Background: an optimization exercise with open tools, aiming at small area, a short achievable clock period and few clock cycles per item. Do not read the settings as production practice.
In this exercise RTL edits were held to simulation tests only and were not proved equivalent to the original.
Power figures rest on the tool's default switching activity, not on a simulated workload.

the reference run:
## expu_accumulator
module expu_accumulator #(
    parameter int EXP_BITS  = 8,
    parameter int MANT_BITS = 7,
    parameter int N_ROWS    = 8,
    parameter int ACC_WIDTH = 32,
    parameter int ACC_FRAC  = 16,
    localparam int WIDTH    = EXP_BITS + MANT_BITS + 1
) (
    input  logic                      clk_i,
    input  logic                      rst_ni,
    input  logic                      clear_i,
    input  logic                      enable_i,
    input  logic                      valid_i,
    output logic                      ready_o,
    input  logic [N_ROWS-1:0]         strb_i,
    input  logic [N_ROWS*WIDTH-1:0]   op_i,
    input  logic                      last_i,
    output logic [ACC_WIDTH-1:0]      sum_o,
    output logic                      overflow_o,
    output logic                      valid_o,
    input  logic                      ready_i
);
For scale: roughly 1600 cells after synthesis, ~35 flip-flops, roughly 180 I/O pins.
clock: 22.0 ns
lec_check: 0
cap_margin: 20
core_margin: 2
core_utilization: 40
slew_margin: 20
synth_hierarchical: 1
run.sh (not shown) runs the stock make flow with config.mk's settings and CLKGATE_MAP_FILE= SYNTH_SCRIPT=/design/flow/synth_recipe.tcl, a recipe that flattens the netlist after the stock synthesis.
Testbench counts of the reference run, summed over its fixed seeds: cycles 4,808, items 4,800.
Input-level comparison between the trial run and the reference run:
==> flow/flow/run.sh (new file) <==
#!/bin/bash
# The standard layout (standard.sh: the ORFS flow, standard synthesis included), with one
# change: the input and output port buffers are the smallest plain buffer, buf_1, instead of the
# cell buffer_ports picks by itself (a 10 um2 delay buffer).
set -euo pipefail
export BUFFER_PORTS_ARGS="-buffer_cell sky130_fd_sc_hd__buf_1"
bash standard.sh > standard_make.log 2>&1
==> flow/standard.sh (new file) <==
#!/bin/bash
# synth_recipe.tcl (not shown) runs the flow's synth.tcl, then flattens the netlist and writes it again
# the make line also repeats each setting of config.mk as NAME=value (left out here)
make -C /OpenROAD-flow-scripts/flow DESIGN_CONFIG=/design/flow/config.mk WORK_HOME=/design/flow/orfs CLKGATE_MAP_FILE= SYNTH_SCRIPT=/design/flow/synth_recipe.tcl "${@:-finish}"
removed: flow/run.sh
==> comparison <==
- The reference run → the trial run: total met3 wirelength after detailed routing moved up; combinational power -about 17%; multi-input gate share of the layout cell area went up; leakage power -7.2%.
- Part of the cycle the worst path needs ends up lower on the trial run.
- Time the worst path needs with I/O delays and setup in the trial run vs the reference run: down 0.48 ns
- Comparing the reference run and the trial run, the lower worst setup slack was measured on the reference run.
- Average routed wire per standard cell | the trial run below the reference run
- Diff the reference run..the trial run | worst-skew pair later-pin latency | negligible
- Cell area | the trial run vs the reference run | the trial run smaller
- In the metrics for the reference run and the trial run, the one carrying the lower sequential share of layout area is the reference run.

========
Another version of the RTL of expu_accumulator (not shown whole).
Size in the first run: about 1400 cells after synthesis, ~180 I/O pins.
clock: 22.0 ns
lec_check: 0
cap_margin: 20
core_margin: 2
core_utilization: 40
cts_buf_list: sky130_fd_sc_hd__clkbuf_4 sky130_fd_sc_hd__clkbuf_8
slew_margin: 20
synth_hierarchical: 1
Stock flow here: none of the scripts above is used.
The starting point finished clean.
Testbench counts at the start, summed over its fixed seeds: cycles 4,808, items 4,800.
Change:
==> flow/flow/run.sh (new file) <==
#!/bin/bash
# The standard layout (standard.sh: the ORFS flow, standard synthesis included), with two
# changes: the input and output port buffers are the smallest plain buffer, buf_1, instead of the
# cell buffer_ports picks by itself (a 10 um2 delay buffer); and timing repair aims at a setup
# slack of 12.7 ns on the design's clock, so that it speeds up the critical paths.
set -euo pipefail
export BUFFER_PORTS_ARGS="-buffer_cell sky130_fd_sc_hd__buf_1"
export SETUP_SLACK_MARGIN=12.7
bash standard.sh > standard_make.log 2>&1
==> flow/standard.sh (new file) <==
#!/bin/bash
# synth_recipe.tcl (not shown) runs the flow's synth.tcl, then flattens the netlist and writes it again
# the make line also repeats each setting of config.mk as NAME=value (left out here)
make -C /OpenROAD-flow-scripts/flow DESIGN_CONFIG=/design/flow/config.mk WORK_HOME=/design/flow/orfs CLKGATE_MAP_FILE= SYNTH_SCRIPT=/design/flow/synth_recipe.tcl "${@:-finish}"
removed: flow/run.sh
Power falls by a little under a tenth.
Count of clock-buffer cells in the layout came out lower by 1.
Routed wire length fell by a few percent.
Cell area falls by a few percent.
First-iteration DRC count is lower slightly.
Final cell count rises slightly.
Worst setup slack gets better by 840 ps.
Via count increases slightly.
Sequential power barely changes.
Non-clock buffer count is higher by 4.
Change:
--- a/flow/flow/run.sh
+++ b/flow/flow/run.sh
@@ -5 +5 @@
-# slack of 12.7 ns on the design's clock, so that it speeds up the critical paths.
+# slack of 12.6 ns on the design's clock, so that it speeds up the critical paths.
@@ -8 +8 @@
-export SETUP_SLACK_MARGIN=12.7
+export SETUP_SLACK_MARGIN=12.6
- GPL_TIMING_DRIVEN: default -> 0
- via count grows by 1.5%
- power shrinks by 1.6%
- cell count grows by 3.6%
- worst hold slack degrades by 31 ps
- sequential share of layout area shrinks by 0.20 points
Change:
- CTS_BUF_LIST: sky130_fd_sc_hd__clkbuf_4 sky130_fd_sc_hd__clkbuf_8 -> default
- GPL_TIMING_DRIVEN: 0 -> default
What happened: The changed run completed with no timing, DRC or antenna violations. Maximum frequency barely changes. Die area does not change. Final area came out lower by 3.4%. Combinational power hardly moves. Power came out higher by 10%. Sequential power hardly moves. Global-route usage came out lower by 0.65 points.
Change:
--- a/flow/flow/run.sh
+++ b/flow/flow/run.sh
@@ -8,0 +9 @@
+export TNS_END_PERCENT=30
- CTS_BUF_LIST: default -> sky130_fd_sc_hd__clkbuf_4 sky130_fd_sc_hd__clkbuf_8
Effect: The changed run passed the timing, DRC and antenna checks. Final area drops slightly. Hold slack improves by 5.7 ps. Total power drops by a little under a tenth. Core utilization drops by 0.27 points. Die area stays the same. First-iteration DRC count climbs by a few percent. Sequential share of layout area is about the same. Routed wire length is about the same. Final cell count stays flat.

========
expu_accumulator, a different RTL version from the one above (not shown whole).
Size in the first run: ~1400 cells after synthesis, ~42 flip-flops, ~12000 sq um of cells after synthesis.
export LEC_CHECK = 0
export CAP_MARGIN = 20
export CORE_MARGIN = 2
export CORE_UTILIZATION = 40
export CTS_BUF_LIST = sky130_fd_sc_hd__clkbuf_8
export SLEW_MARGIN = 20
export SYNTH_HIERARCHICAL = 1
create_clock -name core_clock -period 22.0 [get_ports {clk_i}]
standard.sh (not shown) runs the stock make flow with config.mk's settings and CLKGATE_MAP_FILE= SYNTH_SCRIPT=/design/flow/synth_recipe.tcl, a recipe that flattens the netlist after the stock synthesis.
==> flow/flow/run.sh <==
#!/bin/bash
# The standard layout (standard.sh: the ORFS flow, standard synthesis included), with two
# changes: the input and output port buffers are the smallest plain buffer, buf_1, instead of the
# cell buffer_ports picks by itself (a 10 um2 delay buffer); and timing repair aims at a setup
# slack of 12.6 ns on the design's clock, so that it speeds up the critical paths.
set -euo pipefail
export BUFFER_PORTS_ARGS="-buffer_cell sky130_fd_sc_hd__buf_1"
export SETUP_SLACK_MARGIN=12.6
bash standard.sh > standard_make.log 2>&1
Testbench counts at the start, summed over its fixed seeds: cycles 4,808, items 4,800.
Then changed:
--- a/flow/flow/run.sh
+++ b/flow/flow/run.sh
@@ -4,6 +4,7 @@
 # cell buffer_ports picks by itself (a 10 um2 delay buffer); and timing repair aims at a setup
-# slack of 12.6 ns on the design's clock, so that it speeds up the critical paths.
+# slack of 12.8 ns (on the worst fifth of the endpoints) on the design's clock, so that it speeds up the critical paths.
 set -euo pipefail
 export BUFFER_PORTS_ARGS="-buffer_cell sky130_fd_sc_hd__buf_1"
-export SETUP_SLACK_MARGIN=12.6
+export SETUP_SLACK_MARGIN=12.8
+export TNS_END_PERCENT=20
 bash standard.sh > standard_make.log 2>&1
CTS_BUF_LIST = default   (was sky130_fd_sc_hd__clkbuf_8)
Result:
- register-to-register slack gains 120 ps
- routed wire length goes up by a few percent
- synthesized area is unchanged
Then changed:
==> flow/flow/run.sh (replaced) <==
#!/bin/bash
# The standard layout (standard.sh: the ORFS flow, standard synthesis included), with two
# changes: the input and output port buffers are the smallest plain buffer, buf_1, instead of the
# cell buffer_ports picks by itself (a 10 um2 delay buffer); and timing repair aims at a setup
# slack of 12.6 ns on the design's clock, so that it speeds up the critical paths.
set -euo pipefail
export BUFFER_PORTS_ARGS="-buffer_cell sky130_fd_sc_hd__buf_1"
export SETUP_SLACK_MARGIN=12.6
bash standard.sh > standard_make.log 2>&1
CORE_UTILIZATION = 60   (was 40)
Outcome: Total power shrinks by 0.56%; combinational power is about the same; wire length shrinks by 5.7%; non-clock buffer count grows by 3.
Then changed:
==> flow/flow/run.sh (replaced) <==
#!/bin/bash
# The standard layout (standard.sh: the ORFS flow, standard synthesis included), with one
# change: the input and output port buffers are the smallest plain buffer, buf_1, instead of the
# cell buffer_ports picks by itself (a 10 um2 delay buffer).
set -euo pipefail
export BUFFER_PORTS_ARGS="-buffer_cell sky130_fd_sc_hd__buf_1"
bash standard.sh > standard_make.log 2>&1
CORE_UTILIZATION = 40   (was 60)
Result: Total power fell by 1.6%; critical path depth rose by 14; hold slack is worse by 11 ps; routed wire length rose by 3.2%; global-route usage fell by 12 points.

========
== maple ==
RTL: one of the versions met above, not the one the previous note started from.
Size: ~42 flip-flops, about 0.012 mm² of cells after synthesis.
Settings: LEC_CHECK=0, CAP_MARGIN=20, CORE_MARGIN=2, CORE_UTILIZATION=40, CTS_BUF_LIST=sky130_fd_sc_hd__clkbuf_4 sky130_fd_sc_hd__clkbuf_8, GPL_ROUTABILITY_DRIVEN=0, SLEW_MARGIN=20, SYNTH_HIERARCHICAL=1; clock period 22.0 ns.
==> flow/flow/run.sh <==
#!/bin/bash
# The standard layout (standard.sh: the ORFS flow, standard synthesis included), with two
# changes: the input and output port buffers are the smallest plain buffer, buf_1, instead of the
# cell buffer_ports picks by itself (a 10 um2 delay buffer); and timing repair aims at a setup
# slack of 12.6 ns on the design's clock, so that it speeds up the critical paths.
set -euo pipefail
export BUFFER_PORTS_ARGS="-buffer_cell sky130_fd_sc_hd__buf_1"
export SETUP_SLACK_MARGIN=12.6
bash standard.sh > standard_make.log 2>&1
maple: all stages complete, timing, DRC and antenna checks passed
Testbench counts of maple, summed over its fixed seeds: cycles 4,808, items 4,800.
Relative to maple, the following input files were edited for quartz:
Settings: removing GPL_ROUTABILITY_DRIVEN (formerly 0).
-- flow/flow/run.sh --
<<< maple, line 8
export SETUP_SLACK_MARGIN=12.6
bash standard.sh > standard_make.log 2>&1
>>> quartz, line 8
export SETUP_SLACK_MARGIN=12.6
export TNS_END_PERCENT=0
bash standard.sh > standard_make.log 2>&1
[summary]
[compare] base=maple new=quartz: final design area excluding fillers now smaller; setup slack went up 0.0098 ns; first-pass GRT wire length shows an increase of about 5%. Delta (quartz minus maple): utilization shows a reduction of 0.67 points, total half-perimeter wirelength after legalization and detailed placement rose by about 5%, number of CTS-inserted buffers has remained practically unchanged. In quartz the total power turned out about 5.6% lower than in maple.
Modified inputs, indigo compared to quartz
-- flow/flow/run.sh --
<<< quartz, line 8
export SETUP_SLACK_MARGIN=12.6
export TNS_END_PERCENT=0
bash standard.sh > standard_make.log 2>&1
>>> indigo, line 8
export SETUP_SLACK_MARGIN=12.6
bash standard.sh > standard_make.log 2>&1
==> results.txt <==
Result for indigo and quartz: all clean
Comparing indigo with quartz, the global-route wire length before repair came out essentially unchanged.
indigo vs. quartz: area of combinational cells with multiple inputs now sits at about the same level, number of instances in the synthesized netlist roughly the same, half-perimeter wire length after detailed placement comparable.
Inputs modified between indigo and raven:
==> flow/flow/run.sh <==
#!/bin/bash
# The standard layout (standard.sh: the ORFS flow, standard synthesis included), with two
# changes: the input and output port buffers are the smallest plain buffer, buf_1, instead of the
# cell buffer_ports picks by itself (a 10 um2 delay buffer); and timing repair aims at a setup
# slack of 12.5 ns on the design's clock, so that it speeds up the critical paths.
set -euo pipefail
export BUFFER_PORTS_ARGS="-buffer_cell sky130_fd_sc_hd__buf_1"
export SETUP_SLACK_MARGIN=12.5
bash standard.sh > standard_make.log 2>&1
Findings:
- The fmax was comparable across raven and indigo.
- Comparing raven with indigo, the sequential cell area share came out essentially unchanged.
- Sort raven and indigo by final area asc -> top: raven
- Routed length on met1 delta for raven relative to indigo: about 1.5% lower
- There was hardly any difference in share of the cycle needed by the critical path after routing between indigo and raven.

[re-timing with driven ports]
In the flow no input, the clock included, has a driving cell. The finished layouts below were timed again as built, in two steps. Step 1, drivers: a clkbuf_16 drives clk_i and a buf_2 each remaining input, both assumed. Step 2 times the ports against the registers' clock, not the clock port: input delays grow and output delays shrink by t, the midpoint of the rising clock arrivals with the driver on. Slacks: ideal ports / drivers / drivers and shift; pairs: ideal ports / drivers.
run	t (ns)	slack for setup (ns)	hold WS [ns]	worst register clock-pin slew, ns
the reference run	0.347	10.303 / 10.316 / 9.969	0.588 / 0.588 / 0.588	0.06 / 0.06
the trial run	0.346	10.781 / 10.786 / 10.440	0.600 / 0.600 / 0.600	0.06 / 0.06
the first run of note 2	0.366	11.874 / 11.846 / 11.846	0.584 / 0.584 / 0.584	0.09 / 0.09
the second run of note 2	0.340	12.717 / 12.686 / 12.546	0.607 / 0.607 / 0.607	0.09 / 0.09
the third run of note 2	0.354	12.665 / 12.641 / 12.435	0.576 / 0.576 / 0.576	0.11 / 0.11
the fourth run of note 2	0.330	12.671 / 12.651 / 12.489	0.599 / 0.599 / 0.599	0.07 / 0.07
the fifth run of note 2	0.340	12.671 / 12.651 / 12.408	0.605 / 0.605 / 0.605	0.09 / 0.09
the first run of note 3	0.359	12.657 / 12.629 / 12.428	0.609 / 0.609 / 0.609	0.10 / 0.10
the second run of note 3	0.340	12.719 / 12.686 / 12.555	0.601 / 0.601 / 0.601	0.07 / 0.07
the third run of note 3	0.330	12.669 / 12.647 / 12.451	0.616 / 0.616 / 0.616	0.07 / 0.07
the fourth run of note 3	0.339	12.479 / 12.490 / 12.151	0.605 / 0.605 / 0.605	0.07 / 0.07
maple	0.349	12.662 / 12.641 / 12.441	0.602 / 0.602 / 0.602	0.11 / 0.11
quartz	0.340	12.671 / 12.651 / 12.408	0.605 / 0.605 / 0.605	0.09 / 0.09
indigo	0.342	12.671 / 12.651 / 12.401	0.606 / 0.606 / 0.606	0.10 / 0.10
raven	0.342	12.649 / 12.629 / 12.370	0.605 / 0.605 / 0.605	0.09 / 0.09
After both steps setup and hold are still met in every run listed. For the trial run, which loses most, drivers alone change the setup slack by +0.005 ns; drivers and shift together by -0.341 ns.
